Context: an optimization exercise on an open-source flow, tuned for small area. The choices shown serve that exercise and are no tape-out recipe.
In this exercise RTL edits were held to simulation tests only and were not proved equivalent to the original. No driver is modelled on the clock port, so clocking that relies on it looks cheaper here than on a real chip.

the baseline:
==> flow/design.v <==
package moa_pkg;
   localparam int CHANNELS   = 16;
   localparam int OVERSAMPLE = 16;
   localparam int FULL_SCALE = 4095;
   localparam int UV_PER_MV  = 1000;
   localparam int FUNC_W     = 3;
   localparam int CH_W       = 4;
   localparam int ADC_W      = 12;
   localparam int MV_W       = 16;
   localparam int UV_W       = 26;
   localparam int AGE_W      = 17;
   localparam int ACC_W      = 20;
   localparam int SCAN_W     = 8;
   localparam int CSR_IDX_W  = 2;
   localparam int CSR_DATA_W = 16;
   localparam int PROD_W     = 28;    
   localparam int DIV_W      = 38;    
   localparam int CH_AW      = (CHANNELS > 1) ? $clog2(CHANNELS) : 1;
   localparam logic [FUNC_W-1:0] FUNC_SAMPLE  = 3'd0;
   localparam logic [FUNC_W-1:0] FUNC_ERROR   = 3'd1;
   localparam logic [FUNC_W-1:0] FUNC_TICK    = 3'd2;
   localparam logic [FUNC_W-1:0] FUNC_READ    = 3'd3;
   localparam logic [FUNC_W-1:0] FUNC_CONVERT = 3'd4;
   localparam logic [CSR_IDX_W-1:0] CSR_VREFINT_CAL  = 2'd0;
   localparam logic [CSR_IDX_W-1:0] CSR_NOMINAL_MV   = 2'd1;
   localparam logic [CSR_IDX_W-1:0] CSR_VREF_CHANNEL = 2'd2;
   localparam logic [MV_W-1:0]  NOMINAL_MV_RESET = 16'd3300;
   localparam logic [MV_W-1:0]  MV_MAX           = 16'hFFFF;
   localparam logic [UV_W-1:0]  UV_MAX           = 26'h3FF_FFFF;
   localparam logic [ADC_W-1:0] ADC_MAX          = 12'hFFF;
   localparam logic [AGE_W-1:0] AGE_MAX          = 17'h1_FFFF;
   typedef struct packed {
      logic [FUNC_W-1:0] func;
      logic [CH_W-1:0]   channel;
      logic [ADC_W-1:0]  value;
      logic              last_of_scan;
      logic [MV_W-1:0]   max_age_ms;
   } req_type;
   typedef struct packed {
      logic [ADC_W-1:0] avg_raw;
      logic [MV_W-1:0]  vdda_mv;
      logic [UV_W-1:0]  microvolts;
      logic             ready_res;
      logic             fresh;
   } rsp_type;
   typedef struct packed {
      logic [ADC_W-1:0] vrefint_cal;
      logic [MV_W-1:0]  nominal_vdda_mv;
      logic [CH_W-1:0]  vref_channel;
   } cfg_type;
endpackage
module multichannel_oversample_averager (
   input  logic        clock,
   input  logic        reset,
   input  logic        req_valid,
   output logic        req_ready,
   input  logic [35:0] req_data,
   output logic        rsp_valid,
   input  logic        rsp_ready,
   output logic [55:0] rsp_data,
   input  logic        csr_valid,
   output logic        csr_ready,
   input  logic [1:0]  csr_index,
   input  logic [15:0] csr_data
);
   localparam logic [3:0] S_IDLE = 4'd0;
   localparam logic [3:0] S_CLR  = 4'd1;    
   localparam logic [3:0] S_ADD  = 4'd2;    
   localparam logic [3:0] S_SWA  = 4'd3;    
   localparam logic [3:0] S_SWB  = 4'd4;    
   localparam logic [3:0] S_RNOW = 4'd5;    
   localparam logic [3:0] S_PRE1 = 4'd6;    
   localparam logic [3:0] S_MUL1 = 4'd7;    
   localparam logic [3:0] S_DIV1 = 4'd8;    
   localparam logic [3:0] S_RAVG = 4'd9;    
   localparam logic [3:0] S_MUL2 = 4'd10;   
   localparam logic [3:0] S_MUL3 = 4'd11;   
   localparam logic [3:0] S_DIV2 = 4'd12;   
   localparam logic [3:0] S_OUT  = 4'd13;   
   wire [2:0]  r_func = req_data[35:33];
   wire [3:0]  r_ch   = req_data[32:29];
   wire [11:0] r_val  = req_data[28:17];
   wire        r_last = req_data[16];
   wire [15:0] r_age  = req_data[15:0];
   logic [11:0]  cal;
   logic [15:0]  nom;
   logic [3:0]   vch;
   logic [3:0]   st;
   logic [8:0]   ph;
   logic [3:0]   ch;
   logic         flag;      
   logic [3:0]   scan;
   logic         rdy;
   logic [15:0]  age;
   logic         age_cy;    
   logic         age_ovf;   
   logic         fresh;
   logic [11:0]  avg_r;
   logic [15:0]  mv;
   logic [39:0]  z;
   logic [511:0] ring;
   logic         cy;
   logic         clamp;
   always_ff @(posedge clock) begin
      if (reset) begin
         cal <= '0;
         nom <= 16'd3300;
         vch <= '0;
      end else if (csr_valid) begin
         case (csr_index)
            2'd0: cal <= csr_data[11:0];
            2'd1: nom <= csr_data;
            2'd2: vch <= csr_data[3:0];
            default: ;
         endcase
      end
   end
   assign csr_ready = 1'b1;
   wire [3:0] slot     = ph[8:5];
   wire [4:0] o        = ph[4:0];
   wire       o_last   = &o;
   wire       idle     = (st == S_IDLE) && o_last;
   wire       accept   = req_valid && idle;
   wire [3:0] tgt      = (st == S_RNOW) ? vch : ch;
   wire       in_slot  = (slot == tgt);
   wire       slot_end = in_slot && o_last;
   wire  hout   = ring[511];
   wire  addact = (st == S_ADD) && in_slot && (o < 5'd20);
   logic hin;
   always_comb begin
      hin = hout;
      if (st == S_CLR)
         hin = 1'b0;
      else if (st == S_SWA && o >= 5'd20)
         hin = ring[15] | clamp;      
      else if (st == S_SWB && o < 5'd20)
         hin = 1'b0;
      else if (addact)
         hin = hout ^ avg_r[0] ^ cy;
   end
   always_ff @(posedge clock) begin
      ring <= {ring[510:0], hin};
      cy   <= addact & ((hout & avg_r[0]) | (hout & cy) | (avg_r[0] & cy));
      if (o < 5'd16)
         clamp <= 1'b0;
      else if (o < 5'd20)
         clamp <= clamp | hout;
   end
   wire age_inc = (accept && r_func == 3'd2) | age_cy;
   wire age_top = (ph[3:0] == 4'd14);
   always_ff @(posedge clock) begin
      if (st == S_CLR || st == S_SWA)
         age <= {1'b0, age[15:1]};
      else
         age <= {age[0] ^ age_inc, age[15:1]};
   end
   wire        mul   = (st == S_MUL1) || (st == S_MUL2) || (st == S_MUL3);
   wire [11:0] mcand = (st == S_MUL1) ? cal : (st == S_MUL2) ? 12'd1000 : avg_r;
   wire [12:0] alu_a = mul ? {1'b0, z[39:28]} : z[39:27];
   wire [12:0] alu_b = mul ? (z[0] ? {1'b0, mcand} : 13'd0)
                           : ((st == S_DIV1) ? {1'b1, ~mv[11:0]} : 13'h1000);
   wire [13:0] alu   = {1'b0, alu_a} + {1'b0, alu_b} + {13'd0, ~mul};
   wire        ge    = alu[13];
   wire        skip  = (mv[11:0] == 12'd0) || (cal == 12'd0);
   wire        ovf   = |z[27:16];
   wire        run   = ~(o[4] & o[3] & o[2]) && !((st == S_MUL1 || st == S_DIV1) && skip);
   always_ff @(posedge clock) begin
      case (st)
         S_PRE1: if (o_last) z <= {1'b0, mv[11:1], 12'd0, nom};
         S_MUL1, S_MUL2, S_MUL3: begin
            if (run) z <= {alu[12:0], z[27:1]};
            if (st == S_MUL2 && o_last) z[38:28] <= '1;
         end
         S_DIV1, S_DIV2: begin
            if (run) z <= ge ? {alu[11:0], z[26:0], 1'b1} : {z[38:0], 1'b0};
            if (st == S_DIV1 && o_last) z <= {24'd0, z[15:0] | {16{ovf}}};
         end
         default: ;
      endcase
   end
   always_ff @(posedge clock) begin
      if (st == S_RNOW && in_slot && o >= 5'd20)
         mv[11:0] <= {hout, mv[11:1]};
      else if (st == S_DIV1 && o_last)
         mv <= z[15:0] | {16{ovf}};
   end
   always_ff @(posedge clock) begin
      if (accept)
         avg_r <= r_val;
      else if ((st == S_ADD && in_slot) || (st == S_DIV2 && !flag))
         avg_r <= {1'b0, avg_r[11:1]};
      else if (st == S_RAVG && in_slot && o >= 5'd20)
         avg_r <= {hout, avg_r[11:1]};
   end
   always_ff @(posedge clock) begin
      if (accept) begin
         ch    <= r_ch;
         flag  <= (r_func == 3'd0) ? (r_last && (scan == 4'd15)) : (r_func == 3'd3);
         fresh <= rdy && !age_ovf && (age <= r_age);
      end
   end
   always_ff @(posedge clock) begin
      if (reset) begin
         st      <= S_CLR;
         ph      <= '0;
         scan    <= '0;
         rdy     <= 1'b0;
         age_cy  <= 1'b0;
         age_ovf <= 1'b0;
      end else begin
         ph     <= ph + 1'b1;
         age_cy <= age_inc && age[0] && !age_top;
         if (age_inc && age[0] && age_top)
            age_ovf <= 1'b1;
         if (accept) begin
            case (r_func)
               3'd0: begin
                  st <= S_ADD;
                  if (r_last) begin
                     scan <= scan + 1'b1;
                     if (scan == 4'd15) begin
                        age_ovf <= 1'b0;
                        rdy     <= 1'b1;
                     end
                  end
               end
               3'd1: rdy <= 1'b0;
               3'd3, 3'd4: st <= S_RNOW;
               default: ;
            endcase
         end
         case (st)
            S_CLR:  if (ph == 9'd511) st <= S_IDLE;
            S_ADD:  if (slot_end) st <= flag ? S_SWA : S_IDLE;
            S_SWA:  if (slot_end) st <= S_SWB;
            S_SWB:  if (slot_end) st <= S_IDLE;
            S_RNOW: if (slot_end) st <= S_PRE1;
            S_PRE1: if (o_last) st <= S_MUL1;
            S_MUL1: if (o_last) st <= S_DIV1;
            S_DIV1: if (o_last) st <= flag ? S_RAVG : S_MUL2;
            S_RAVG: if (slot_end) st <= S_MUL2;
            S_MUL2: if (o_last) st <= S_MUL3;
            S_MUL3: if (o_last) st <= S_DIV2;
            S_DIV2: if (o_last) st <= S_OUT;
            S_OUT:  if (rsp_ready) st <= S_IDLE;
            default: ;
         endcase
      end
   end
   assign req_ready = idle;
   assign rsp_valid = (st == S_OUT);
   assign rsp_data  = {avg_r, mv, z[25:0], rdy, fresh};
endmodule
export LEC_CHECK = 0
export CAP_MARGIN = 20
export CORE_MARGIN = 2
export CORE_UTILIZATION = 60
export PLACE_DENSITY = 0.7
export SLEW_MARGIN = 20
create_clock -name core_clock -period 9.0 [get_ports {clock}]
standard.sh (not shown) runs the stock make flow with config.mk's settings and CLKGATE_MAP_FILE= SYNTH_SCRIPT=/design/flow/synth_recipe.tcl, a recipe that flattens the netlist after the stock synthesis.
==> flow/flow/run.sh <==
#!/bin/bash
# Standard layout with two changes: ports get a small buffer (buf_1) instead of the
# default, and clock tree synthesis inserts no dummy loads.
set -euo pipefail
export BUFFER_PORTS_ARGS="-buffer_cell sky130_fd_sc_hd__buf_1"
export CTS_ARGS="-sink_clustering_enable -repair_clock_nets -dont_use_dummy_load -buf_list sky130_fd_sc_hd__clkbuf_16 -sink_clustering_size 32 -sink_clustering_max_diameter 100"
bash standard.sh > standard.log 2>&1
The inputs of the candidate differ from those of the baseline as listed below.
==> flow/flow/run.sh <==
#!/bin/bash
# Standard layout with two changes: ports get a small buffer (buf_1) instead of the
# default, and clock tree synthesis inserts no dummy loads.
set -euo pipefail
export BUFFER_PORTS_ARGS="-buffer_cell sky130_fd_sc_hd__buf_1"
export CTS_ARGS="-sink_clustering_enable -repair_clock_nets -dont_use_dummy_load -buf_list sky130_fd_sc_hd__clkbuf_16 -sink_clustering_size 24 -sink_clustering_max_diameter 80"
bash standard.sh > standard.log 2>&1
- The candidate: total length of routed met3 wires about 7% above the baseline
- Compared to the baseline, the routing of the candidate uses more wire.
- Between the baseline and the candidate, the cell count went up.
- The candidate reports a lower sequential share of layout area than the baseline does.
- Summary of the comparison: multi-input gate share of total cell area is lower in the candidate, relative to the baseline.

==> static timing again, ports no longer ideal <==
The results above use ideal ports. As a check the final layouts listed here were re-extracted and re-timed, cells and wires unchanged. Step 1 assumes that a clkbuf_16 drives the clock port and a buf_2 every other input. Step 2 times the ports against the registers' clock, not the clock port: input delays grow and output delays shrink by t, the midpoint of the rising clock arrivals with the driver on. Three values: ideal ports, drivers, drivers and shift; two values: the first two.
| run | shift t [ns] | setup WS [ns] | worst setup path after step 2 | clock arrival spread, ns | worst slew at a driven data input, ns |
|---|---|---|---|---|---|
| the baseline | 0.602 | 3.244 / 3.244 / 3.244 | register to register | 0.056 / 0.056 | 0.07 |
| the candidate | 0.560 | 3.237 / 3.237 / 3.237 | register to register | 0.069 / 0.069 | 0.07 |
After both steps every run listed still meets setup and hold.
